Context: an optimization exercise on an open-source flow, tuned for small area, a short achievable clock period and few clock cycles per item. The choices shown serve that exercise and are no tape-out recipe. In this exercise RTL edits were held to simulation tests only and were not proved equivalent to the original. Power figures rest on the tool's default switching activity, not on a simulated workload.

[flow/design.v]
package rled_pkg;
	typedef enum logic [1:0] {
		CMD_RUN    = 2'd0,
		CMD_COMMIT = 2'd1,
		CMD_READ   = 2'd2,
		CMD_NONE   = 2'd3
	} cmd_code_t;
	typedef struct packed {
		logic [89:0] wr;       
		logic [23:0] color;
		logic        copy;     
		logic [89:0] rd_sel;   
	} apply_t;
endpackage
module rled_ctrl
#(
	parameter int PIXEL_COUNT = 90
) (
	input  logic       clk,
	input  logic       arst_n,
	input  logic       start,
	output logic       busy,
	input  logic [1:0] cmd,
	input  logic [7:0] run_length,
	input  logic [7:0] red_in,
	input  logic [7:0] green_in,
	input  logic [7:0] blue_in,
	input  logic       last_record,
	input  logic [6:0] read_index,
	output rled_pkg::apply_t op,
	output logic       op_v,
	output logic       clr_disp,
	output logic [6:0] fp,
	output logic       ovf
);
	localparam logic [8:0] FP_END = 9'(PIXEL_COUNT);
	logic        ready_q;
	logic        take;
	logic [6:0]  fp_q;
	logic        ovf_q;
	logic        stop_q;
	logic        v1;
	logic        go1;
	logic        copy1;
	logic        rd1;
	logic [6:0]  lo1;
	logic [6:0]  hi1;
	logic [23:0] col1;
	logic [6:0]  idx1;
	logic [6:0]  fp2;
	logic        ovf2;
	logic        clr_q;
	logic        clr_disp_q;
	logic [8:0]  sum;
	logic        go;
	logic        over;
	logic [6:0]  hi;
	assign busy = !ready_q;
	assign take = start && ready_q;
	always_ff @(posedge clk or negedge arst_n) begin
		if (!arst_n) begin
			ready_q <= 1'b0;
		end else begin
			ready_q <= 1'b1;
		end
	end
	assign sum  = 9'(fp_q) + 9'(run_length);
	assign go   = take && (cmd == rled_pkg::CMD_RUN) && !stop_q && (run_length != 8'd0);
	assign over = (sum > FP_END);
	assign hi   = over ? 7'(PIXEL_COUNT) : sum[6:0];
	always_ff @(posedge clk or negedge arst_n) begin
		if (!arst_n) begin
			fp_q   <= '0;
			ovf_q  <= 1'b0;
			stop_q <= 1'b0;
		end else if (take) begin
			case (cmd)
				rled_pkg::CMD_RUN: begin
					if (stop_q) begin
						if (last_record) begin
							stop_q <= 1'b0;
						end
					end else if (run_length == 8'd0) begin
						stop_q <= !last_record;
					end else begin
						fp_q <= hi;
						if (over) begin
							ovf_q <= 1'b1;
						end
					end
				end
				rled_pkg::CMD_COMMIT: begin
					fp_q   <= '0;
					ovf_q  <= 1'b0;
					stop_q <= 1'b0;
				end
				default: begin
				end
			endcase
		end
	end
	always_ff @(posedge clk or negedge arst_n) begin
		if (!arst_n) begin
			v1    <= 1'b0;
			go1   <= 1'b0;
			copy1 <= 1'b0;
			rd1   <= 1'b0;
		end else begin
			v1    <= take;
			go1   <= go;
			copy1 <= take && (cmd == rled_pkg::CMD_COMMIT);
			rd1   <= take && (cmd == rled_pkg::CMD_READ);
		end
	end
	always_ff @(posedge clk) begin
		lo1  <= fp_q;
		hi1  <= hi;
		col1 <= {red_in, green_in, blue_in};
		idx1 <= read_index;
	end
	always_ff @(posedge clk or negedge arst_n) begin
		if (!arst_n) begin
			op.wr      <= '1;
			op.color   <= '0;
			op.copy    <= 1'b0;
			op_v       <= 1'b0;
			clr_q      <= 1'b1;
			clr_disp_q <= 1'b0;
		end else begin
			for (int i = 0; i < PIXEL_COUNT; i++) begin
				op.wr[i] <= go1 && (7'(i) >= lo1) && (7'(i) < hi1);
			end
			op.color   <= col1;
			op.copy    <= copy1;
			op_v       <= v1;
			clr_q      <= 1'b0;
			clr_disp_q <= clr_q;
		end
	end
	always_ff @(posedge clk) begin
		for (int i = 0; i < PIXEL_COUNT; i++) begin
			op.rd_sel[i] <= rd1 && (idx1 == 7'(i));
		end
		fp2  <= fp_q;
		ovf2 <= ovf_q;
	end
	assign clr_disp = clr_disp_q;
	assign fp       = fp2;
	assign ovf      = ovf2;
endmodule
module rled_dp
#(
	parameter int PIXEL_COUNT = 90
) (
	input  logic       clk,
	input  logic       arst_n,
	input  rled_pkg::apply_t op,
	input  logic       op_v,
	input  logic       clr_disp,
	input  logic [6:0] fp,
	input  logic       ovf,
	output logic       done,
	output logic [7:0] red_out,
	output logic [7:0] green_out,
	output logic [7:0] blue_out,
	output logic [6:0] fill_position,
	output logic       overflow
);
	logic [23:0] stg_mem  [PIXEL_COUNT];
	logic [23:0] disp_mem [PIXEL_COUNT];
	logic        done_q;
	logic [23:0] rd_q;
	logic [6:0]  fill_q;
	logic        ovf_q;
	logic [23:0] rd_d;
	always_comb begin
		rd_d = '0;
		for (int i = 0; i < PIXEL_COUNT; i++) begin
			rd_d = rd_d | ({24{op.rd_sel[i]}} & disp_mem[i]);
		end
	end
	always_ff @(posedge clk) begin
		for (int i = 0; i < PIXEL_COUNT; i++) begin
			if (op.wr[i]) begin
				stg_mem[i] <= op.color;
			end
			if (op.copy || clr_disp) begin
				disp_mem[i] <= stg_mem[i];
			end
		end
		rd_q   <= rd_d;
		fill_q <= fp;
		ovf_q  <= ovf;
	end
	always_ff @(posedge clk or negedge arst_n) begin
		if (!arst_n) begin
			done_q <= 1'b0;
		end else begin
			done_q <= op_v;
		end
	end
	assign done          = done_q;
	assign red_out       = rd_q[23:16];
	assign green_out     = rd_q[15:8];
	assign blue_out      = rd_q[7:0];
	assign fill_position = fill_q;
	assign overflow      = ovf_q;
endmodule
module rle_led_frame_decoder
#(
	parameter int PIXEL_COUNT = 90
) (
	input  logic       clk,
	input  logic       arst_n,
	input  logic       start,
	output logic       busy,
	input  logic [1:0] cmd,
	input  logic [7:0] run_length,
	input  logic [7:0] red_in,
	input  logic [7:0] green_in,
	input  logic [7:0] blue_in,
	input  logic       last_record,
	input  logic [6:0] read_index,
	output logic       done,
	output logic [7:0] red_out,
	output logic [7:0] green_out,
	output logic [7:0] blue_out,
	output logic [6:0] fill_position,
	output logic       overflow
);
	rled_pkg::apply_t op;
	logic             op_v;
	logic             clr_disp;
	logic [6:0]       fp;
	logic             ovf;
	rled_ctrl #(
		.PIXEL_COUNT (PIXEL_COUNT)
	) u_ctrl (
		.clk         (clk),
		.arst_n      (arst_n),
		.start       (start),
		.busy        (busy),
		.cmd         (cmd),
		.run_length  (run_length),
		.red_in      (red_in),
		.green_in    (green_in),
		.blue_in     (blue_in),
		.last_record (last_record),
		.read_index  (read_index),
		.op          (op),
		.op_v        (op_v),
		.clr_disp    (clr_disp),
		.fp          (fp),
		.ovf         (ovf)
	);
	rled_dp #(
		.PIXEL_COUNT (PIXEL_COUNT)
	) u_dp (
		.clk           (clk),
		.arst_n        (arst_n),
		.op            (op),
		.op_v          (op_v),
		.clr_disp      (clr_disp),
		.fp            (fp),
		.ovf           (ovf),
		.done          (done),
		.red_out       (red_out),
		.green_out     (green_out),
		.blue_out      (blue_out),
		.fill_position (fill_position),
		.overflow      (overflow)
	);
endmodule
[flow/flow/run.sh]
#!/bin/bash
# The standard layout, except that the input and output ports are
# buffered with buf_4 cells instead of the delay cells buffer_ports picks
# on its own (a delay cell on every output adds ~0.2 ns to each output path).
set -euo pipefail
bash standard.sh "BUFFER_PORTS_ARGS=-buffer_cell sky130_fd_sc_hd__buf_4" finish > standard.log 2>&1
[flow/config.mk]
export PLATFORM = sky130hd
export DESIGN_NAME = rle_led_frame_decoder
export DESIGN_NICKNAME = rle_led_frame_decoder
export VERILOG_FILES = /design/flow/design.v
export SDC_FILE = /design/flow/constraint.sdc
export NUM_CORES = 4
export LEC_CHECK = 0
export CAP_MARGIN = 20
export CORE_MARGIN = 2
export CORE_UTILIZATION = 70
export CTS_CLUSTER_DIAMETER = 100
export CTS_CLUSTER_SIZE = 25
export SETUP_SLACK_MARGIN = 3.4
export SLEW_MARGIN = 20
export SYNTH_MEMORY_MAX_BITS = 8192
[flow/standard.sh]
#!/bin/bash
# synth_recipe.tcl (not shown) runs the flow's synth.tcl, then flattens the netlist and writes it again
# the make line also repeats each setting of config.mk as NAME=value (left out here)
make -C /OpenROAD-flow-scripts/flow DESIGN_CONFIG=/design/flow/config.mk WORK_HOME=/design/flow/orfs CLKGATE_MAP_FILE= SYNTH_SCRIPT=/design/flow/synth_recipe.tcl "${@:-finish}"
[flow/constraint.sdc]
create_clock -name core_clock -period 6.0 [get_ports {clk}]
set_input_delay 1.2000 -clock core_clock [delete_from_list [all_inputs] [get_ports {clk}]]
set_output_delay 1.2000 -clock core_clock [all_outputs]
set_load 0.01 [all_outputs]
==> results of run 1 <==
-- power groups by stage --
stage / clock (uW) / combinational, uW / sequential [uW]
after floorplan: 0 / 649 / 38300
after global placement: 0 / 2000 / 37800
after detailed placement: 0 / 2020 / 37800
after CTS: 16000 / 2030 / 37100
after global routing: 17000 / 2140 / 37200
final: 16100 / 2140 / 37200
-- state kept, by name, indices dropped and copies added (netlist names), 7 cells and up --
| name | flops |
|---|---|
| u_dp.rd_q | 24 |
| u_ctrl.col1 | 24 |
| u_dp.disp_mem | 2160 |
| u_ctrl.fp2 | 7 |
| u_ctrl.idx1 | 7 |
| u_ctrl.op | 205 |
| u_dp.stg_mem | 2160 |
| u_dp.fill_q | 7 |
| u_ctrl.fp_q | 7 |
| u_ctrl.hi1 | 7 |
-- metrics by stage --
stage	power (uW)	setup WS, ns	std cells	instance area [um^2]	hold WS [ns]
2_1_floorplan	38900	-10.42	6751	150000	0.310
3_3_place_gp	39800	2.35	9732	156000	0.315
3_5_place_dp	39900	2.40	9732	156000	0.316
4_1_cts	55100	3.27	10100	162000	0.0970
5_1_grt	56400	3.28	10100	163000	0.109
6_report	55400	3.25	10100	163000	0.134
-- logic make-up after synthesis --
kind of cell | count (synthesis) | share of synthesized area (%)
buffers and inverters | 224 | 0.561
AOI/OAI and AO/OA | 1228 | 6.25
other | 2 | 0.00499
DFF | 4621 | 90.8
xor gates and xnor gates | 1 | 0.00582
and+or+nand+nor | 667 | 2.34
adders and majority gates | 8 | 0.0715
-- worst max-delay path by stage --
| stage | from | end | slack, ns | cells past startpoint |
|---|---|---|---|---|
| floorplan | u_ctrl.op[90]$_DFF_PN0_ | u_dp.disp_mem[0][0]$_DFFE_PP_ | -10.42 | 1 |
| global placement | run_length[0] | u_ctrl.fp_q[0]$_DFFE_PN0P_ | 2.35 | 9 |
| detailed placement | run_length[0] | u_ctrl.fp_q[0]$_DFFE_PN0P_ | 2.40 | 9 |
| CTS | u_ctrl.ready_q$_DFF_PN0_ | busy | 3.27 | 2 |
| global route | u_ctrl.ready_q$_DFF_PN0_ | busy | 3.28 | 2 |
| finish | u_ctrl.op[62]$_DFF_P_ | u_dp.rd_q[18]$_DFF_P_ | 3.25 | 5 |
-- layout by cell type (no fill, tap or decap), types with 50 or more instances in the layout --
cell type,count
edfxtp_1,4320
a22oi_1,890
buf_4,316
clkbuf_16,209
nand4_1,192
clkbuf_1,151
nor2_1,146
a221oi_1,129
nand3_1,108
dfxtp_2,100
a22o_1,98
dfstp_2,88
dfxtp_1,53
nand2_1,50
-- cell type report --
class	instances	area, um^2
clock inverters	11	173
multi-input cells	1908	13200
repair buffers	360	3040
clock buffers	360	5800
well taps	2838	3550
inverters	8	30.0
fillers	11400	51600
diodes	39	97.6
flip-flops and latches	4621	137000
-- timing repair --
item,in CTS,in global routing
buffers inserted,0,0
hold buffers,0,0
pin swaps,2,2
gates cloned,2,0
endpoints found under the setup margin,491,206
gates resized for setup,72,13
-- cell usage after synthesis (all sizes together), types with 21 or more instances --
master,instances
dfxtp,168
a21oi,29
nand2b,21
a22oi,890
a22o,98
dfstp,91
clkbuf,211
nand2,50
nor3,45
a221oi,129
a211oi,23
nor4,53
edfxtp,4320
o21ai,24
nand3,108
dfrtp,42
nand4,192
nor2,146
-- layer usage --
metal  vias up  GRT usage [%]  share of wire [%]
li1      28600              -                  -
met1     39800           67.1                 31
met2      9118           67.4                 43
met3      1590           16.8                 19
met4        31           25.9                7.1
met5         -              0              0.042
==> key figures, run 1 <==
Route
  – Avg Vias per Cell: 7.80
  – # DRC: 0
  – Wire length per cell: 51.1 um
  – Detailed router's first-iteration violation count: 21500
  – Total Wirelength: between 500000 and 600000 um
  – DRT Pass-1 Iters: 9
  – Vias: a little under 80000
  – Final ANT Viol Nets: 0

Pwr
  – Cell Int Power: 43600 uW
  – Leak Pwr: 0.0521 uW
  – Sequential share of power: between 60 and 70%
  – Combinational share of power: 3.9%
  – Switching Share: 21.4%
  – Max VDD drop: between 0.3 and 0.4 mV
  – Clock power frac: about 29%
  – Pwr Density: about 340 mW/mm^2
  – Net Sw Power: 11900 uW

Worst setup path
  – CP Cell Sequence: buf_4 -> a22oi_1 -> nand4_1 -> nor4_1 -> nand3_1
  – R2R Path End: u_dp.rd_q[18]$_DFF_P_
  – CP delay by family, top: simple AND/OR/NAND/NOR gates
  – WP buf/inv: 1
  – CP Launch Type: register
  – CP Max Fanout: 15
  – Critical Path AT: 3.49 ns
  – Reg2Reg Setup Slack: 3.25 ns
  – Crit-path slowest cell: nor4_1
  – Depth of the most critical reg-to-reg path: 5
  – Critical Path Max Stage Delay: 0.75 ns
  – Reg-to-reg critical path startpoint: u_ctrl.op[62]$_DFF_P_
  – Worst endpoint required time: 6.74 ns
  – WS Path Type: reg -> reg
  – CP Capture Type: register

Synthesis
  – Cell Area, Synth: 0.150 mm^2
  – Yosys cell types: 55
  – Post-Synthesis Cells: just under 7000
  – Avg Cell Area, Syn: between 20 and 25 um^2
  – Synthesized flop and latch total: 4621
  – Seq/Total Area, Yosys: 90.8%
  – Async SR Flop Fraction: ~2.9%
  – Syn nets: 6804
  – Top cells by area, synth: edfxtp_1 86%, a22oi_1 4.4%, dfxtp_1 2.2%, dfstp_2 1.6%, nand4_1 0.80%
  – Synth Flop Type: edfxtp_1
  – Cell taking the most area after synthesis: edfxtp_1
  – Synth Warn #: 4
  – EDFF count, synth: 4320
  – Top-area cell type share of the netlist area: 86.2%

Clock network
  – Sink Count: 4621
  – Clock transition at path regs: 0.10 ns
  – CTS H-tree depth: 4
  – Inserted Clock Buffers: 204
  – CTS tree: yes
  – Later-pin clock latency in the skew report: slightly above 0.9 ns
  – Root buf cell: clkbuf_16
  – Clk buf depth: 3

Status
  – Outcome: timing/DRC/antenna clean

Timing
  – Relative slew slack: 12.1%
  – RSZ-0062 raised after global routing: true
  – Fin. Hold Viols: 0
  – Final setup viols: 0
  – Crit share post-route: 45.9%
  – Slew Viols, Final: 0
  – Skew final: 0.0405 ns
  – Slew @ Worst Pin: roughly 1.3 ns
  – Fmax: 363 MHz
  – Setup_tns: 0 ns
  – Final min period: 2.75 ns

Place
  – HPWL after detailed placement: about 280000 um
  – Final GP Congestion: 0.890
  – Number of port buffers: 78

Global route
  – Largest net degree at the start of global routing: about 190
  – Global-route wire length before repair: 661000 um
  – Gr ovfl total: 0
  – Initial antenna violation count: 49
  – All-Layer GR Usage: 47.8%
  – Vias in the first global route: approximately 70000

Run
  – Max Cap Viol: 0

Hold path
  – Hold Crit Class: in -> async

Floorplanning
  – DIE AREA: 0.219 mm^2
  – IO Pins: 79
  – Core area: 0.214 mm^2
  – Initial Util: 70.2%
  – Die Width: 468 um
  – Die Y-Extent: around 470 um
  – Rows: 170

Finish
  – Area Growth Syn to Fin: 8.10%
  – Post-Route Utilization: 75.9%
  – Nets@finish: approximately 7200
  – Share of cells above drive strength 1: 11.6%
Testbench counts, summed over its fixed seeds: cycles 24,024, items 24,000.
==> run 2, diff against run 1 <==
--- a/flow/design.v
+++ b/flow/design.v
@@ -31,3 +31,2 @@
 	output logic       op_v,
-	output logic       clr_disp,
 	output logic [6:0] fp,
@@ -51,4 +50,4 @@
 	logic        ovf2;
-	logic        clr_q;
-	logic        clr_disp_q;
+	logic        clr_a;
+	logic        clr_b;
 	logic [8:0]  sum;
@@ -104,5 +103,10 @@
 			v1    <= 1'b0;
-			go1   <= 1'b0;
+			go1   <= 1'b1;
 			copy1 <= 1'b0;
 			rd1   <= 1'b0;
+			lo1   <= '0;
+			hi1   <= 7'(PIXEL_COUNT);
+			col1  <= '0;
+			clr_a <= 1'b1;
+			clr_b <= 1'b0;
 		end else begin
@@ -112,8 +116,10 @@
 			rd1   <= take && (cmd == rled_pkg::CMD_READ);
-		end
-	end
-	always_ff @(posedge clk) begin
-		lo1  <= fp_q;
-		hi1  <= hi;
-		col1 <= {red_in, green_in, blue_in};
+			lo1   <= fp_q;
+			hi1   <= hi;
+			col1  <= {red_in, green_in, blue_in};
+			clr_a <= 1'b0;
+			clr_b <= clr_a;
+		end
+	end
+	always_ff @(posedge clk) begin
 		idx1 <= read_index;
@@ -122,18 +128,14 @@
 		if (!arst_n) begin
-			op.wr      <= '1;
-			op.color   <= '0;
-			op.copy    <= 1'b0;
-			op_v       <= 1'b0;
-			clr_q      <= 1'b1;
-			clr_disp_q <= 1'b0;
-		end else begin
-			for (int i = 0; i < PIXEL_COUNT; i++) begin
-				op.wr[i] <= go1 && (7'(i) >= lo1) && (7'(i) < hi1);
-			end
-			op.color   <= col1;
-			op.copy    <= copy1;
-			op_v       <= v1;
-			clr_q      <= 1'b0;
-			clr_disp_q <= clr_q;
-		end
+			op.copy <= 1'b0;
+			op_v    <= 1'b0;
+		end else begin
+			op.copy <= copy1 || clr_b;
+			op_v    <= v1;
+		end
+	end
+	always_ff @(posedge clk) begin
+		for (int i = 0; i < PIXEL_COUNT; i++) begin
+			op.wr[i] <= go1 && (7'(i) >= lo1) && (7'(i) < hi1);
+		end
+		op.color <= col1;
 	end
@@ -146,3 +148,2 @@
 	end
-	assign clr_disp = clr_disp_q;
 	assign fp       = fp2;
@@ -158,3 +159,2 @@
 	input  logic       op_v,
-	input  logic       clr_disp,
 	input  logic [6:0] fp,
@@ -170,4 +170,11 @@
 	logic [23:0] disp_mem [PIXEL_COUNT];
+	localparam int GROUPS = 3;
+	localparam int GSIZE  = (PIXEL_COUNT + GROUPS - 1) / GROUPS;
 	logic        done_q;
+	logic        done_s;
+	logic [GROUPS-1:0][23:0] rd_part;
+	logic [GROUPS-1:0][23:0] rd_part_d;
 	logic [23:0] rd_q;
+	logic [6:0]  fill_s;
+	logic        ovf_s;
 	logic [6:0]  fill_q;
@@ -176,5 +183,13 @@
 	always_comb begin
+		for (int g = 0; g < GROUPS; g++) begin
+			rd_part_d[g] = '0;
+			for (int i = g * GSIZE; i < (g + 1) * GSIZE && i < PIXEL_COUNT; i++) begin
+				rd_part_d[g] = rd_part_d[g] | ({24{op.rd_sel[i]}} & disp_mem[i]);
+			end
+		end
+	end
+	always_comb begin
 		rd_d = '0;
-		for (int i = 0; i < PIXEL_COUNT; i++) begin
-			rd_d = rd_d | ({24{op.rd_sel[i]}} & disp_mem[i]);
+		for (int g = 0; g < GROUPS; g++) begin
+			rd_d = rd_d | rd_part[g];
 		end
@@ -186,3 +201,3 @@
 			end
-			if (op.copy || clr_disp) begin
+			if (op.copy) begin
 				disp_mem[i] <= stg_mem[i];
@@ -190,11 +205,16 @@
 		end
-		rd_q   <= rd_d;
-		fill_q <= fp;
-		ovf_q  <= ovf;
-	end
-	always_ff @(posedge clk or negedge arst_n) begin
-		if (!arst_n) begin
+		rd_part <= rd_part_d;
+		fill_s  <= fp;
+		ovf_s   <= ovf;
+		rd_q    <= rd_d;
+		fill_q  <= fill_s;
+		ovf_q   <= ovf_s;
+	end
+	always_ff @(posedge clk or negedge arst_n) begin
+		if (!arst_n) begin
+			done_s <= 1'b0;
 			done_q <= 1'b0;
 		end else begin
-			done_q <= op_v;
+			done_s <= op_v;
+			done_q <= done_s;
 		end
@@ -232,3 +252,2 @@
 	logic             op_v;
-	logic             clr_disp;
 	logic [6:0]       fp;
@@ -251,3 +270,2 @@
 		.op_v        (op_v),
-		.clr_disp    (clr_disp),
 		.fp          (fp),
@@ -262,3 +280,2 @@
 		.op_v          (op_v),
-		.clr_disp      (clr_disp),
 		.fp            (fp),
==> key figures, run 2 <==
Status
  – Outcome: timing/DRC/antenna clean (unchanged)

Finish
  – Design Area, Final: 0.164 mm^2 (was 0.163 mm^2)
  – Area Growth Syn to Fin: 7.79% (was 8.10%)
  – Share of cells above drive strength 1: 9.99% (was 11.6%)
  – Most common cell after layout, fill and taps aside: edfxtp_1 (unchanged)
  – Biggest regs: u_dp.disp_mem (2160), u_dp.stg_mem (2160), u_ctrl.op (205) (unchanged)
  – Filler cell count: 11500 (was 11400)
  – Most frequent cells in the layout: 4320 x edfxtp_1, 933 x a22oi_1, 258 x buf_4 (was 4320 x edfxtp_1, 890 x a22oi_1, 316 x buf_4)
  – Nets@finish: 7244 (was 7156)
  – FF+latch area: 0.138 mm^2 (was 0.137 mm^2)
  – Area of the multi-input gates: 0.0133 mm^2 (was 0.0132 mm^2)
  – Post-Route Utilization: 75.7% (was 75.9%)

Place
  – Final GP Congestion: 0.870 (was 0.890)
  – Number of port buffers: 78 (unchanged)
  – HPWL after detailed placement: 203000 um (was 277000 um)
  – Placed inst area: 0.157 mm^2 (was 0.156 mm^2)

Route
  – Wire length per cell: 38.8 um (was 51.1 um)
  – Detailed router's first-iteration violation count: 13100 (was 21500)
  – Vias: 72200 (was 79100)
  – Final ANT Viol Nets: 0 (unchanged)
  – DRT Pass-1 Iters: 8 (was 9)
  – Total Wirelength: 399000 um (was 518000 um)
  – # DRC: 0 (unchanged)
  – Avg Vias per Cell: 7.02 (was 7.80)

Pwr
  – Leak Pwr: 0.0530 uW (was 0.0521 uW)
  – Total power: 55700 uW (was 55400 uW)
  – Max VDD drop: 0.365 mV (was 0.340 mV)
  – Pwr Density: 340 mW/mm^2 (was 341 mW/mm^2)

Synthesis
  – Top-count cell post-synth: edfxtp_1 (unchanged)
  – Post-Synthesis Cells: 6905 (was 6751)
  – Synth Flop Type: edfxtp_1 (unchanged)
  – Top-area cell type share of the netlist area: 85.4% (was 86.2%)
  – Mux share of post-synthesis cell area: 0% (unchanged)
  – Seq/Total Area, Yosys: 90.7% (was 90.8%)
  – Synth Area in Adders: 0.0708% (was 0.0715%)
  – List of most frequent post-synthesis cells: 4320 x edfxtp_1, 933 x a22oi_1, 331 x dfxtp_1 (was 4320 x edfxtp_1, 890 x a22oi_1, 211 x clkbuf_1)
  – Synthesized flop and latch total: 4709 (was 4621)
  – Largest family of logic cells by synthesized area: compound AO/OA/AOI/OAI gates (unchanged)
  – Avg Cell Area, Syn: 22.0 um^2 (was 22.3 um^2)
  – Syn nets: 6958 (was 6804)
  – Top cells by area, synth: edfxtp_1 85%, a22oi_1 4.6%, dfxtp_1 4.4%, dfrtp_1 0.86%, nand4_1 0.59% (was edfxtp_1 86%, a22oi_1 4.4%, dfxtp_1 2.2%, dfstp_2 1.6%, nand4_1 0.80%)
  – Cell Area, Synth: 0.152 mm^2 (was 0.150 mm^2)
  – Area share of and/or/nand/nor cells after synthesis: 2.52% (was 2.34%)
  – XOR/XNOR share of the synthesized area: 0.0231% (was 0.00582%)
  – Yosys cell types: 64 (was 55)
  – Cell taking the most area after synthesis: edfxtp_1 (unchanged)
  – Area fraction in compound gates after synthesis: 6.12% (was 6.25%)
  – Synth Warn #: 4 (unchanged)
  – EDFF count, synth: 4320 (unchanged)
  – Async SR Flop Fraction: 1.23% (was 2.88%)

Global route
  – All-Layer GR Usage: 36.2% (was 47.8%)
  – Largest net degree at the start of global routing: 171 (was 185)
  – Gr ovfl total: 0 (unchanged)
  – Initial antenna violation count: 34 (was 49)
  – Global-route wire length before repair: 538000 um (was 661000 um)
  – Vias in the first global route: 68000 (was 70200)

Clock network
  – Sink Count: 4709 (was 4621)
  – Clk buf depth: 3 (unchanged)
  – Post-CTS Hold Buffers: 0 (unchanged)
  – CTS tree: yes (unchanged)
  – Clock transition at path regs: 0.09 ns (was 0.10 ns)
  – CTS H-tree depth: 4 (unchanged)
  – Root buf cell: clkbuf_16 (unchanged)
  – Later-pin clock latency in the skew report: 0.90 ns (was 0.92 ns)
  – Inserted Clock Buffers: 207 (was 204)

Worst setup path
  – WS Path Type: reg -> out (was reg -> reg)
  – Depth of the most critical reg-to-reg path: 8 (was 5)
  – Critical Path Max Stage Delay: 0.41 ns (was 0.75 ns)
  – CP delay by family, top: flip-flops (was simple AND/OR/NAND/NOR gates)
  – WP buf/inv: 1 (unchanged)
  – Worst endpoint required time: 4.80 ns (was 6.74 ns)
  – CP Capture Type: output pin (was register)
  – CP Cell Sequence: buf_6 (was buf_4 -> a22oi_1 -> nand4_1 -> nor4_1 -> nand3_1)
  – Cell count along the critical path: 1 (was 5)
  – CP Max Fanout: 1 (was 15)
  – CP Launch Type: register (unchanged)
  – Crit-path slowest cell: dfxtp_4 (was nor4_1)
  – Critical Path AT: 1.42 ns (was 3.49 ns)

Floorplanning
  – IO Pins: 79 (unchanged)
  – DIE AREA: 0.221 mm^2 (was 0.219 mm^2)
  – Die Y-Extent: 470 um (was 468 um)
  – Core area: 0.217 mm^2 (was 0.214 mm^2)
  – Initial Util: 70.2% (about the same)
  – Rows: 171 (was 170)
  – Die Width: 470 um (was 468 um)

Timing
  – Final min period: 2.62 ns (was 2.75 ns)
  – Relative slew slack: 18.1% (was 12.1%)
  – Final setup viols: 0 (unchanged)
  – Fin. Hold Viols: 0 (unchanged)
  – Crit share post-route: 43.6% (was 45.9%)
  – Slew Viols, Final: 0 (unchanged)
  – Setup_tns: 0 ns (unchanged)
  – Slew @ Worst Pin: 1.23 ns (was 1.32 ns)
  – Skew final: 0.0408 ns (was 0.0405 ns)
  – Fmax: 382 MHz (was 363 MHz)
  – RSZ-0062 raised after global routing: true (unchanged)

Run
  – Max Cap Viol: 0 (unchanged)

Hold path
  – Hold Crit Class: in -> async (unchanged)
[run 2: cell count changes in the layout (fill, tap and decap cells not counted), sizes merged, moves of 24 or more]
cell / delta
nand3: +48
a221oi: -30
dfxtp: +163
nor4: -48
or4: +71
buf: -63
dfstp: -85
nand4: -49
a22oi: +43
nor2: +24
[run 2: routing by layer]
layer  up-vias  part of all wire (%)  track usage (%)
li1      28900                     -                -
met1     37100                    36             53.3
met2      5462                    47             55.8
met3       693                    14             7.67
met4         6                   3.7             12.1
met5         -                0.0093                0
[run 2: metrics by stage]
step | hold slack, ns | cells | setup slack (ns)
after floorplan | 0.310 | 6905 | -9.28
after global placement | 0.312 | 9832 | 2.23
after detailed placement | 0.312 | 9832 | 2.32
after CTS | 0.0847 | 10200 | 3.25
after global routing | 0.131 | 10300 | 3.34
final | 0.144 | 10300 | 3.38
[run 2: worst paths after layout]
check | end | slack [ns] | startpoint
hold reg to reg | u_dp.fill_s[3]$_DFF_P_ | 0.34 | u_ctrl.fp2[3]$_DFF_P_
max in group asynchronous | u_ctrl.op[90]$_DFF_PN0_ | 4.80 | arst_n
setup / recovery | green_out[2] | 3.38 | u_dp.rd_q[10]$_DFF_P_
hold / removal | u_ctrl.col1[13]$_DFF_PN0_ | 0.14 | arst_n
setup reg to reg | u_ctrl.ovf_q$_DFFE_PN0P_ | 3.43 | u_ctrl.fp_q[0]$_DFFE_PN0P_
min in group core_clock | u_dp.fill_s[3]$_DFF_P_ | 0.34 | u_ctrl.fp2[3]$_DFF_P_
[run 2: cell type report]
cell class                 instances  share of cell area, %
inverter                          14                 0.0321
tap                             2854                   2.18
multi-input combinational       1962                   8.14
timing repair buffer             297                   1.54
sequential                      4709                   84.3
clock inverter                    14                  0.118
antenna                           55                 0.0840
clock buffer                     374                   3.60
[run 2: kinds of logic after synthesis]
family | Yosys count
compound gates | 1225
xor+xnor | 4
fa+ha+maj | 8
buf+inv | 234
flops | 4709
other cells | 2
simple gates | 723
[run 2: what timing repair did]
item                       in CTS  in global routing
hold endpoints to repair        0                  0
setup endpoints to repair      35                 65
pin swaps                       1                  1
setup buffers                   1                  2
gates resized for setup        55                  6
[run 2: power breakdown]
part | leakage (uW) | internal, uW | switching (uW)
Clock | 0.00288 | 6740 | 9320
Sequential | 0.0443 | 37100 | 776
Combinational | 0.00589 | 331 | 1450
Total | 0.0530 | 44200 | 11500
Testbench counts of run 2, summed over its fixed seeds: cycles 24,032, items 24,000.
==> run 3, diff against run 2 <==
--- a/flow/config.mk
+++ b/flow/config.mk
@@ -9,3 +9,3 @@
 export CORE_MARGIN = 2
-export CORE_UTILIZATION = 70
+export CORE_UTILIZATION = 74
 export CTS_CLUSTER_DIAMETER = 100
==> key figures, run 3 <==
Clock network
  – Sink Count: 4709 (unchanged)
  – Post-CTS Hold Buffers: 0 (unchanged)
  – Inserted Clock Buffers: 206 (was 207)
  – CTS H-tree depth: 4 (unchanged)
  – Clock transition at path regs: 0.10 ns (was 0.09 ns)
  – CTS tree: yes (unchanged)
  – Root buf cell: clkbuf_16 (unchanged)
  – Clk buf depth: 3 (unchanged)
  – Later-pin clock latency in the skew report: 0.92 ns (was 0.90 ns)

Floorplanning
  – Core area: 0.204 mm^2 (was 0.217 mm^2)
  – IO Pins: 79 (unchanged)
  – Die Width: 457 um (was 470 um)
  – Rows: 166 (was 171)
  – Initial Util: 74.4% (was 70.2%)
  – DIE AREA: 0.209 mm^2 (was 0.221 mm^2)
  – Die Y-Extent: 457 um (was 470 um)

Worst setup path
  – Critical Path Max Stage Delay: 0.41 ns (about the same)
  – WS Path Type: reg -> out (unchanged)
  – Critical Path AT: 1.45 ns (was 1.42 ns)
  – Depth of the most critical reg-to-reg path: 8 (unchanged)
  – CP Capture Type: output pin (unchanged)
  – Reg-to-reg critical path startpoint: u_ctrl.fp_q[0]$_DFFE_PN0P_ (unchanged)
  – CP delay by family, top: flip-flops (unchanged)
  – CP Cell Sequence: buf_6 (unchanged)
  – WP buf/inv: 1 (unchanged)
  – CP Launch Type: register (unchanged)
  – Worst endpoint required time: 4.80 ns (about the same)
  – Cell count along the critical path: 1 (unchanged)
  – CP Max Fanout: 1 (unchanged)
  – Crit-path slowest cell: dfxtp_4 (unchanged)
  – Reg2Reg Setup Slack: 3.43 ns (about the same)
  – Setup crit start: u_dp.rd_q[6]$_DFF_P_ (was u_dp.rd_q[10]$_DFF_P_)

Timing
  – Slew Viols, Final: 0 (unchanged)
  – Slew @ Worst Pin: 1.23 ns (about the same)
  – RSZ-0062 raised after global routing: true (unchanged)
  – Final setup viols: 0 (unchanged)
  – Crit share post-route: 44.2% (was 43.6%)
  – Fmax: 377 MHz (was 382 MHz)
  – Skew final: 0.0382 ns (was 0.0408 ns)
  – Fin. Hold Viols: 0 (unchanged)
  – Final min period: 2.65 ns (was 2.62 ns)
  – Setup_tns: 0 ns (unchanged)
  – Relative slew slack: 18.3% (was 18.1%)
  – PnR worst setup slack: 3.35 ns (was 3.38 ns)
  – Min Hold Slack: 0.321 ns (was 0.144 ns)

Hold path
  – Hold path cells: 0
  – Hold Crit Class: reg -> reg (was in -> async)
  – Hold path start: u_dp.fill_s[4]$_DFF_P_

Place
  – Final GP Congestion: 0.897 (was 0.870)
  – Placed Cells: 9661 (was 9832)
  – Number of port buffers: 78 (unchanged)
  – HPWL after detailed placement: 205000 um (was 203000 um)
  – Worst Setup Slack post-DPL: 2.28 ns (was 2.32 ns)

Route
  – # DRC: 0 (unchanged)
  – Final ANT Viol Nets: 0 (unchanged)
  – Detailed router's first-iteration violation count: 15200 (was 13100)
  – Total Wirelength: 411000 um (was 399000 um)
  – Wire length per cell: 40.6 um (was 38.8 um)
  – Avg Vias per Cell: 7.34 (was 7.02)
  – Vias: 74300 (was 72200)
  – DRT Pass-1 Iters: 6 (was 8)

Global route
  – All-Layer GR Usage: 39.5% (was 36.2%)
  – Gr ovfl total: 0 (unchanged)
  – Initial antenna violation count: 40 (was 34)
  – Vias in the first global route: 70200 (was 68000)
  – Largest net degree at the start of global routing: 175 (was 171)
  – Global-route wire length before repair: 553000 um (was 538000 um)

Synthesis
  – Cell taking the most area after synthesis: edfxtp_1 (unchanged)
  – Top cells by area, synth: edfxtp_1 85%, a22oi_1 4.6%, dfxtp_1 4.4%, dfrtp_1 0.86%, nand4_1 0.59% (unchanged)
  – Yosys cell types: 64 (unchanged)
  – Cell Area, Synth: 0.152 mm^2 (unchanged)
  – Synthesized flop and latch total: 4709 (unchanged)
  – Seq/Total Area, Yosys: 90.7% (unchanged)
  – Area share of and/or/nand/nor cells after synthesis: 2.52% (unchanged)
  – XOR/XNOR share of the synthesized area: 0.0231% (unchanged)
  – List of most frequent post-synthesis cells: 4320 x edfxtp_1, 933 x a22oi_1, 331 x dfxtp_1 (unchanged)
  – Mux share of post-synthesis cell area: 0% (unchanged)
  – Top-count cell post-synth: edfxtp_1 (unchanged)
  – Synth Area in Adders: 0.0708% (unchanged)
  – Top-area cell type share of the netlist area: 85.4% (unchanged)
  – Synth Flop Type: edfxtp_1 (unchanged)
  – EDFF count, synth: 4320 (unchanged)
  – Area fraction in compound gates after synthesis: 6.12% (unchanged)
  – Avg Cell Area, Syn: 22.0 um^2 (unchanged)
  – Synth Warn #: 4 (unchanged)
  – Async SR Flop Fraction: 1.23% (unchanged)
  – Post-Synthesis Cells: 6905 (unchanged)
  – Syn nets: 6958 (unchanged)
  – Largest family of logic cells by synthesized area: compound AO/OA/AOI/OAI gates (unchanged)

Pwr
  – Max VDD drop: 0.373 mV (was 0.365 mV)
  – Pwr Density: 341 mW/mm^2 (was 340 mW/mm^2)
  – Leak Pwr: 0.0530 uW (about the same)

Finish
  – Most common cell after layout, fill and taps aside: edfxtp_1 (unchanged)
  – Share of cells above drive strength 1: 9.56% (was 9.99%)
  – Most frequent cells in the layout: 4320 x edfxtp_1, 933 x a22oi_1, 253 x buf_4 (was 4320 x edfxtp_1, 933 x a22oi_1, 258 x buf_4)
  – Nets@finish: 7241 (was 7244)
  – Biggest regs: u_dp.disp_mem (2160), u_dp.stg_mem (2160), u_ctrl.op (205) (unchanged)
  – Final std cells w/o fill: 10100 (was 10300)
  – Post-Route Utilization: 80.1% (was 75.7%)
  – Area Growth Syn to Fin: 7.67% (was 7.79%)
  – FF+latch area: 0.138 mm^2 (about the same)
  – Filler cell count: 9410 (was 11500)
  – Area of the multi-input gates: 0.0134 mm^2 (was 0.0133 mm^2)

Run
  – Max Cap Viol: 0 (unchanged)

Status
  – Outcome: timing/DRC/antenna clean (unchanged)
## run 3: cell counts after synthesis
Identical to the previous run, type by type.
## run 3: logic make-up (layout without fill, tap and decap cells)
family | count (synthesis) | count (layout)
other | 2 | 72
adder cells (fa/ha/maj) | 8 | 8
AO/OA/AOI/OAI | 1225 | 1225
buffers and inverters | 234 | 693
flip-flops | 4709 | 4709
AND/OR/NAND/NOR | 723 | 723
XOR/XNOR | 4 | 4
## run 3: where the power goes
group | total, uW | internal [uW] | switching, uW
sequential | 37900 | 37100 | 803
combinational | 1840 | 349 | 1490
clock | 16100 | 6700 | 9400
## run 3: timing repair
item | 4_1_cts | 5_1_grt
pin swaps | 1 | 5
gates cloned | 0 | 0
setup buffers | 1 | 3
setup endpoints to repair | 32 | 249
endpoints found under the hold margin | 0 | 0
resized for setup | 54 | 15
## run 3: final timing paths
check,to
worst max-delay path,blue_out[6]
worst min-delay path,u_dp.fill_q[4]$_DFF_P_
worst max register to register,u_ctrl.ovf_q$_DFFE_PN0P_
worst min register to register,u_dp.fill_q[4]$_DFF_P_
max in group asynchronous,u_ctrl.op[90]$_DFF_PN0_
min in group asynchronous,u_ctrl.col1[11]$_DFF_PN0_
## run 3: area by class of cell
type,instances,share of cell area (%)
Tap cell,2688,2.06
Timing Repair Buffer,295,1.56
Clock buffer,371,3.58
Multi-Input combinational cell,1962,8.17
Inverter,14,0.0321
Sequential cell,4709,84.4
Clock inverter,13,0.102
Antenna cell,70,0.107
## run 3: stage by stage
stage          area, um^2  power (uW)
6_report           164000       55900
3_5_place_dp       157000       40300
2_1_floorplan      152000       39600
3_3_place_gp       157000       40200
5_1_grt            164000       57000
4_1_cts            163000       55700
## run 3: worst register-to-register path: stages (launching register included)
cell and delay (ns):
dfrtp_1 0.43, ha_4 0.20, fa_2 0.44, a21oi_4 0.19, o2111ai_2 0.14, xnor2_1 0.24
inv_1 0.10, a211o_4 0.40, o41a_1 0.32
## run 3: per-layer routing
layer | up-vias | wire length, um | global-route usage (%)
li1 | 28900 | - | -
met1 | 37600 | 139000 | 56.8
met5 | - | 65 | 0
met3 | 972 | 59700 | 8.49
met4 | 8 | 19200 | 16.2
met2 | 6806 | 193000 | 60.8
==> run 4, diff against run 3 <==
--- a/flow/config.mk
+++ b/flow/config.mk
@@ -10,4 +10,4 @@
 export CORE_UTILIZATION = 74
-export CTS_CLUSTER_DIAMETER = 100
-export CTS_CLUSTER_SIZE = 25
+export CTS_CLUSTER_DIAMETER = 90
+export CTS_CLUSTER_SIZE = 22
 export SETUP_SLACK_MARGIN = 3.4
==> key figures, run 4 <==
Clock network
  – Root buf cell: clkbuf_16 (unchanged)
  – CTS tree: yes (unchanged)
  – CTS H-tree depth: 4 (unchanged)
  – Inserted Clock Buffers: 232 (was 206)
  – Clock transition at path regs: 0.09 ns (was 0.10 ns)
  – Sink Count: 4709 (unchanged)
  – Clk buf depth: 3 (unchanged)
  – Later-pin clock latency in the skew report: 0.93 ns (was 0.92 ns)
  – Post-CTS Hold Buffers: 0 (unchanged)

Route
  – Avg Vias per Cell: 7.32 (was 7.34)
  – Vias: 74400 (was 74300)
  – # DRC: 0 (unchanged)
  – Detailed router's first-iteration violation count: 15800 (was 15200)
  – Final ANT Viol Nets: 0 (unchanged)
  – DRT Pass-1 Iters: 9 (was 6)
  – Wire length per cell: 40.7 um (was 40.6 um)
  – Total Wirelength: 414000 um (was 411000 um)

Worst setup path
  – Setup crit start: u_dp.rd_q[6]$_DFF_P_ (unchanged)
  – Reg2Reg Setup Slack: 3.44 ns (was 3.43 ns)
  – Reg-to-reg critical path startpoint: u_ctrl.fp_q[0]$_DFFE_PN0P_ (unchanged)
  – Crit-path slowest cell: dfxtp_4 (unchanged)
  – Cell count along the critical path: 1 (unchanged)
  – Critical Path Max Stage Delay: 0.40 ns (was 0.41 ns)
  – Worst setup endpoint: blue_out[6] (unchanged)
  – CP Max Fanout: 1 (unchanged)
  – WP buf/inv: 1 (unchanged)
  – Critical Path AT: 1.47 ns (was 1.45 ns)
  – Worst endpoint required time: 4.80 ns (about the same)
  – CP Launch Type: register (unchanged)
  – CP delay by family, top: flip-flops (unchanged)
  – R2R Path End: u_ctrl.ovf_q$_DFFE_PN0P_ (unchanged)
  – WS Path Type: reg -> out (unchanged)
  – Depth of the most critical reg-to-reg path: 8 (unchanged)
  – CP Cell Sequence: buf_6 (unchanged)
  – CP Capture Type: output pin (unchanged)

Finish
  – Area Growth Syn to Fin: 8.18% (was 7.67%)
  – Nets@finish: 7267 (was 7241)
  – Area of the multi-input gates: 0.0134 mm^2 (unchanged)
  – FF+latch area: 0.138 mm^2 (about the same)
  – Most frequent cells in the layout: 4320 x edfxtp_1, 933 x a22oi_1, 243 x buf_4 (was 4320 x edfxtp_1, 933 x a22oi_1, 253 x buf_4)
  – Biggest regs: u_dp.disp_mem (2160), u_dp.stg_mem (2160), u_ctrl.op (205) (unchanged)
  – Most common cell after layout, fill and taps aside: edfxtp_1 (unchanged)
  – Filler cell count: 9325 (was 9410)
  – Share of cells above drive strength 1: 9.99% (was 9.56%)

Timing
  – Final min period: 2.67 ns (was 2.65 ns)
  – Min Hold Slack: 0.308 ns (was 0.321 ns)
  – Fmax: 375 MHz (was 377 MHz)
  – Skew final: 0.0506 ns (was 0.0382 ns)
  – Setup_tns: 0 ns (unchanged)
  – Slew Viols, Final: 0 (unchanged)
  – Final setup viols: 0 (unchanged)
  – Fin. Hold Viols: 0 (unchanged)
  – Relative slew slack: 15.0% (was 18.3%)
  – Crit share post-route: 44.4% (was 44.2%)
  – Slew @ Worst Pin: 1.28 ns (was 1.23 ns)
  – PnR worst setup slack: 3.33 ns (was 3.35 ns)
  – RSZ-0062 raised after global routing: true (unchanged)

Pwr
  – Leak Pwr: 0.0534 uW (was 0.0530 uW)
  – Max VDD drop: 0.374 mV (was 0.373 mV)
  – Pwr Density: 346 mW/mm^2 (was 341 mW/mm^2)

Synthesis
  – Cell taking the most area after synthesis: edfxtp_1 (unchanged)
  – Cell Area, Synth: 0.152 mm^2 (unchanged)
  – List of most frequent post-synthesis cells: 4320 x edfxtp_1, 933 x a22oi_1, 331 x dfxtp_1 (unchanged)
  – Top-area cell type share of the netlist area: 85.4% (unchanged)
  – Post-Synthesis Cells: 6905 (unchanged)
  – Syn nets: 6958 (unchanged)
  – Synth Warn #: 4 (unchanged)
  – Seq/Total Area, Yosys: 90.7% (unchanged)
  – Async SR Flop Fraction: 1.23% (unchanged)
  – Yosys cell types: 64 (unchanged)
  – Top cells by area, synth: edfxtp_1 85%, a22oi_1 4.6%, dfxtp_1 4.4%, dfrtp_1 0.86%, nand4_1 0.59% (unchanged)
  – EDFF count, synth: 4320 (unchanged)
  – Avg Cell Area, Syn: 22.0 um^2 (unchanged)
  – Synthesized flop and latch total: 4709 (unchanged)
  – Top-count cell post-synth: edfxtp_1 (unchanged)
  – Synth Flop Type: edfxtp_1 (unchanged)

Global route
  – Largest net degree at the start of global routing: 175 (unchanged)
  – All-Layer GR Usage: 39.6% (was 39.5%)
  – Initial antenna violation count: 37 (was 40)
  – Gr ovfl total: 0 (unchanged)
  – Global-route wire length before repair: 555000 um (was 553000 um)
  – Vias in the first global route: 70600 (was 70200)

Floorplanning
  – Core area: 0.204 mm^2 (unchanged)
  – Initial Util: 74.4% (unchanged)
  – Rows: 166 (unchanged)
  – Die Width: 457 um (unchanged)
  – Die Y-Extent: 457 um (unchanged)
  – DIE AREA: 0.209 mm^2 (unchanged)
  – IO Pins: 79 (unchanged)

Place
  – Final GP Congestion: 0.897 (unchanged)
  – HPWL after detailed placement: 205000 um (unchanged)
  – Number of port buffers: 78 (unchanged)
  – Worst Setup Slack post-DPL: 2.28 ns (unchanged)

Hold path
  – Hold Crit Class: reg -> reg (unchanged)

Run
  – Max Cap Viol: 0 (unchanged)

Status
  – Outcome: timing/DRC/antenna clean (unchanged)
[run 4: cell count changes in the layout (fill, tap and decap cells not counted), sizes merged]
cell,before,now
clkinv,6,5
diode,70,69
clkinvlp,0,1
inv,21,24
clkbuf,371,418
[run 4: cells by family (layout without fill, tap and decap cells)]
group | Yosys count | after routing | share of synthesized area, %
AO/OA/AOI/OAI | 1225 | 1225 | 6.12
XOR/XNOR | 4 | 4 | 0.0231
adder cells (fa/ha/maj) | 8 | 8 | 0.0708
buffers and inverters | 234 | 743 | 0.581
flip-flops | 4709 | 4709 | 90.7
other | 2 | 71 | 0.00494
AND/OR/NAND/NOR | 723 | 723 | 2.52
[run 4: worst min-delay path by stage]
stage | start | to | slack [ns] | cells past startpoint
after floorplan | u_dp.fill_s[0]$_DFF_P_ | u_dp.fill_q[0]$_DFF_P_ | 0.31 | 0
after global placement | u_dp.fill_s[0]$_DFF_P_ | u_dp.fill_q[0]$_DFF_P_ | 0.31 | 0
after detailed placement | u_ctrl.ovf2$_DFF_P_ | u_dp.ovf_s$_DFF_P_ | 0.31 | 0
after CTS | u_dp.fill_s[4]$_DFF_P_ | u_dp.fill_q[4]$_DFF_P_ | 0.32 | 0
after global routing | u_dp.fill_s[4]$_DFF_P_ | u_dp.fill_q[4]$_DFF_P_ | 0.33 | 0
final | u_dp.fill_s[4]$_DFF_P_ | u_dp.fill_q[4]$_DFF_P_ | 0.31 | 0
[run 4: through the flow]
step / util (%) / instance area, um^2 / total power [uW] / cells
2_1_floorplan: - / 152000 / 39600 / 6905
3_3_place_gp: 76.9 / 157000 / 40200 / 9661
3_5_place_dp: 76.9 / 157000 / 40300 / 9661
4_1_cts: 80.3 / 164000 / 56700 / 10100
5_1_grt: 80.4 / 164000 / 58000 / 10200
6_report: 80.4 / 164000 / 56900 / 10200
[run 4: power by group]
group          internal, uW  switching [uW]  leakage [uW]  total (uW)
clock network          7460            9670       0.00320       17100
logic                   353            1490       0.00592        1850
registers             37100             809        0.0442       37900
[run 4: metal layers]
metal	vias up	wire, um	global-route usage (%)
met1	37500	139000	56.9
li1	29000	-	-
met3	1031	61600	8.98
met4	12	20900	17.0
met5	-	80	0
met2	6913	192000	60.4
[run 4: timing repair]
action	4_1_cts	5_1_grt
endpoints found under the hold margin	0	0
gates resized for setup	72	15
buffers inserted	2	2
pin swaps	1	5
endpoints found under the setup margin	42	228
[run 4: layout make-up]
cell class | instances | area share (%)
diodes | 69 | 0.105
flip-flops and latches | 4709 | 84.0
multi-input cells | 1962 | 8.13
clock buffers | 418 | 3.99
well taps | 2688 | 2.05
repair buffers | 295 | 1.58
inverters | 14 | 0.0320
clock inverters | 16 | 0.119
[run 4: worst reg2reg max path: stages, from the launching register on]
cell      delay [ns]
dfrtp_1         0.43
ha_4            0.20
fa_2            0.44
a21oi_4         0.19
o21bai_2        0.11
xor2_1          0.18
a31o_1          0.22
a211o_4         0.38
o41a_1          0.32
==> run 5, diff against run 4 <==
--- a/flow/config.mk
+++ b/flow/config.mk
@@ -9,6 +9,6 @@
 export CORE_MARGIN = 2
-export CORE_UTILIZATION = 74
+export CORE_UTILIZATION = 76
 export CTS_CLUSTER_DIAMETER = 90
 export CTS_CLUSTER_SIZE = 22
-export SETUP_SLACK_MARGIN = 3.4
+export SETUP_SLACK_MARGIN = 3.5
 export SLEW_MARGIN = 20
==> key figures, run 5 <==
Timing
  – Fin. Hold Viols: 0 (unchanged)
  – Slew Viols, Final: 0 (unchanged)
  – Crit share post-route: 44.7% (was 44.4%)
  – Setup_tns: 0 ns (unchanged)
  – Final min period: 2.68 ns (was 2.67 ns)
  – Min Hold Slack: 0.109 ns (was 0.308 ns)
  – Skew final: 0.0428 ns (was 0.0506 ns)
  – RSZ-0062 raised after global routing: true (unchanged)
  – Slew @ Worst Pin: 1.29 ns (was 1.28 ns)
  – Final setup viols: 0 (unchanged)
  – Fmax: 373 MHz (was 375 MHz)
  – Relative slew slack: 14.2% (was 15.0%)

Worst setup path
  – Critical Path AT: 1.48 ns (was 1.47 ns)
  – Depth of the most critical reg-to-reg path: 8 (unchanged)
  – Crit-path slowest cell: dfxtp_4 (unchanged)
  – CP Max Fanout: 1 (unchanged)
  – WS Path Type: reg -> out (unchanged)
  – Critical Path Max Stage Delay: 0.44 ns (was 0.40 ns)
  – WP buf/inv: 1 (unchanged)
  – CP delay by family, top: flip-flops (unchanged)
  – Cell count along the critical path: 1 (unchanged)
  – Worst endpoint required time: 4.80 ns (about the same)
  – CP Launch Type: register (unchanged)
  – CP Capture Type: output pin (unchanged)
  – CP Cell Sequence: buf_6 (unchanged)

Synthesis
  – Synth Flop Type: edfxtp_1 (unchanged)
  – Synthesized flop and latch total: 4709 (unchanged)
  – Async SR Flop Fraction: 1.23% (unchanged)
  – Top cells by area, synth: edfxtp_1 85%, a22oi_1 4.6%, dfxtp_1 4.4%, dfrtp_1 0.86%, nand4_1 0.59% (unchanged)
  – Top-count cell post-synth: edfxtp_1 (unchanged)
  – Seq/Total Area, Yosys: 90.7% (unchanged)
  – Avg Cell Area, Syn: 22.0 um^2 (unchanged)
  – Post-Synthesis Cells: 6905 (unchanged)
  – Yosys cell types: 64 (unchanged)
  – Cell Area, Synth: 0.152 mm^2 (unchanged)
  – Synth Warn #: 4 (unchanged)
  – Cell taking the most area after synthesis: edfxtp_1 (unchanged)
  – Top-area cell type share of the netlist area: 85.4% (unchanged)
  – List of most frequent post-synthesis cells: 4320 x edfxtp_1, 933 x a22oi_1, 331 x dfxtp_1 (unchanged)
  – Syn nets: 6958 (unchanged)
  – EDFF count, synth: 4320 (unchanged)

Route
  – Total Wirelength: 453000 um (was 414000 um)
  – Detailed router's first-iteration violation count: 18600 (was 15800)
  – Avg Vias per Cell: 7.76 (was 7.32)
  – Wire length per cell: 44.6 um (was 40.7 um)
  – Vias: 78800 (was 74400)
  – DRT Pass-1 Iters: 12 (was 9)
  – Final ANT Viol Nets: 0 (unchanged)
  – # DRC: 0 (unchanged)

Clock network
  – Later-pin clock latency in the skew report: 0.93 ns (about the same)
  – Sink Count: 4709 (unchanged)
  – CTS H-tree depth: 4 (unchanged)
  – Clock transition at path regs: 0.09 ns (about the same)
  – Post-CTS Hold Buffers: 0 (unchanged)
  – Root buf cell: clkbuf_16 (unchanged)
  – CTS tree: yes (unchanged)
  – Inserted Clock Buffers: 233 (was 232)
  – Clk buf depth: 3 (unchanged)

Floorplanning
  – Die Y-Extent: 451 um (was 457 um)
  – Initial Util: 76.3% (was 74.4%)
  – Die Width: 451 um (was 457 um)
  – Rows: 164 (was 166)
  – Core area: 0.199 mm^2 (was 0.204 mm^2)
  – DIE AREA: 0.204 mm^2 (was 0.209 mm^2)
  – IO Pins: 79 (unchanged)

Global route
  – All-Layer GR Usage: 44.3% (was 39.6%)
  – Largest net degree at the start of global routing: 218 (was 175)
  – Initial antenna violation count: 38 (was 37)
  – Vias in the first global route: 75900 (was 70600)
  – Global-route wire length before repair: 603000 um (was 555000 um)
  – Gr ovfl total: 0 (unchanged)

Place
  – Final GP Congestion: 0.910 (was 0.897)
  – HPWL after detailed placement: 212000 um (was 205000 um)
  – Number of port buffers: 78 (unchanged)

Finish
  – Nets@finish: 7281 (was 7267)
  – Most common cell after layout, fill and taps aside: edfxtp_1 (unchanged)
  – Biggest regs: u_dp.disp_mem (2160), u_dp.stg_mem (2160), u_ctrl.op (205) (unchanged)
  – Share of cells above drive strength 1: 10.2% (was 9.99%)
  – Filler cell count: 7949 (was 9325)
  – Most frequent cells in the layout: 4320 x edfxtp_1, 933 x a22oi_1, 249 x buf_4 (was 4320 x edfxtp_1, 933 x a22oi_1, 243 x buf_4)
  – Area Growth Syn to Fin: 8.38% (was 8.18%)

Pwr
  – Leak Pwr: 0.0535 uW (was 0.0534 uW)
  – Pwr Density: 351 mW/mm^2 (was 346 mW/mm^2)
  – Max VDD drop: 0.446 mV (was 0.374 mV)

Hold path
  – Hold Crit Class: in -> async (was reg -> reg)

Status
  – Outcome: timing/DRC/antenna clean (unchanged)

Run
  – Max Cap Viol: 0 (unchanged)
==> run 5: cell counts after synthesis <==
Identical to the previous run, type by type.
==> run 5: cells by family after synthesis <==
kind of cell | count (synthesis) | share of synthesized area, %
flip-flops | 4709 | 90.7
adder cells (fa/ha/maj) | 8 | 0.0708
XOR/XNOR | 4 | 0.0231
AND/OR/NAND/NOR | 723 | 2.52
buffers and inverters | 234 | 0.581
other | 2 | 0.00494
AO/OA/AOI/OAI | 1225 | 6.12
==> run 5: routing by layer <==
metal  vias up  share of wire, %  GRT usage, %
met3      1587                16          11.3
met5         -             0.019             0
met1     39200                31          60.0
met2      8995                47          67.7
li1      29000                 -             -
met4        14               6.5          24.3
==> run 5: what timing repair did <==
action,in CTS,in global routing
pin swaps,5,7
endpoints found under the setup margin,819,176
resized for setup,84,34
buffers inserted,7,7
endpoints found under the hold margin,0,0
==> run 5: final timing paths <==
kind | start | end | slack (ns)
max | u_dp.rd_q[20]$_DFF_P_ | red_out[4] | 3.32
min | arst_n | u_ctrl.col1[19]$_DFF_PN0_ | 0.11
max reg2reg | u_ctrl.fp_q[0]$_DFFE_PN0P_ | u_ctrl.ovf_q$_DFFE_PN0P_ | 3.44
min reg2reg | u_dp.ovf_s$_DFF_P_ | u_dp.ovf_q$_DFF_P_ | 0.30
max in group asynchronous | arst_n | u_ctrl.op[90]$_DFF_PN0_ | 4.66
min in group core_clock | u_dp.ovf_s$_DFF_P_ | u_dp.ovf_q$_DFF_P_ | 0.30
==> run 5: stage by stage <==
step | util (%) | power (uW) | cell area, um^2 | worst slack (ns) | cells
final | 82.7 | 57700 | 165000 | 3.32 | 10200
after global routing | 82.6 | 58600 | 165000 | 3.27 | 10100
after CTS | 82.4 | 57200 | 164000 | 3.27 | 10100
after detailed placement | 78.8 | 40400 | 157000 | 2.28 | 9629
after global placement | 78.8 | 40200 | 157000 | 2.18 | 9629
after floorplan | - | 39600 | 152000 | -9.28 | 6905
==> run 5: cell type report <==
| cell class | instances | area (um^2) | area share [%] |
|---|---|---|---|
| diodes | 61 | 153 | 0.0927 |
| well taps | 2656 | 3320 | 2.02 |
| clock buffers | 430 | 6660 | 4.04 |
| inverters | 14 | 52.6 | 0.0319 |
| repair buffers | 308 | 2770 | 1.68 |
| clock inverters | 11 | 145 | 0.0881 |
| multi-input cells | 1962 | 13500 | 8.20 |
| flip-flops and latches | 4709 | 138000 | 83.8 |
==> run 5: report_power, final <==
part	total (uW)	leakage, uW	internal, uW	switching (uW)
Clock	17700	0.00322	7550	10200
Combinational	1960	0.00604	402	1560
Sequential	38000	0.0442	37100	898
Total	57700	0.0535	45100	12600

-- what the ideal ports hide --
How much do the figures lean on ideal ports? The routed layouts below were timed once more, with nothing changed but the port constraints.
Step 1, drivers: a clkbuf_16 drives clk and a buf_2 each remaining input, both assumed.
Step 2 moves the port delays by t, midway between the first and last clock arrival at a register: inputs arrive t later, outputs are due t later. That takes back most of the time a late clock gives input paths.
Slacks: ideal / step 1 / step 2; pairs: ideal / step 1.
| run | t (ns) | setup slack, ns | worst setup path at the end | worst register clock-pin slew, ns | pins driven straight from the clock port |
|---|---|---|---|---|---|
| run 1 | 0.999 | 3.248 / 3.218 / 2.525 | input to register | 0.10 / 0.10 | 1 |
| run 2 | 0.982 | 3.385 / 3.288 / 2.499 | input to register | 0.11 / 0.11 | 1 |
| run 3 | 1.000 | 3.346 / 3.246 / 2.513 | input to register | 0.13 / 0.13 | 1 |
| run 4 | 1.012 | 3.334 / 3.232 / 2.514 | input to register | 0.10 / 0.10 | 1 |
| run 5 | 1.016 | 3.321 / 3.222 / 2.529 | input to register | 0.12 / 0.12 | 1 |
After both steps setup and hold are still met in every run listed. For run 2, which loses most, drivers alone change the setup slack by -0.097 ns; drivers and shift together by -0.886 ns.
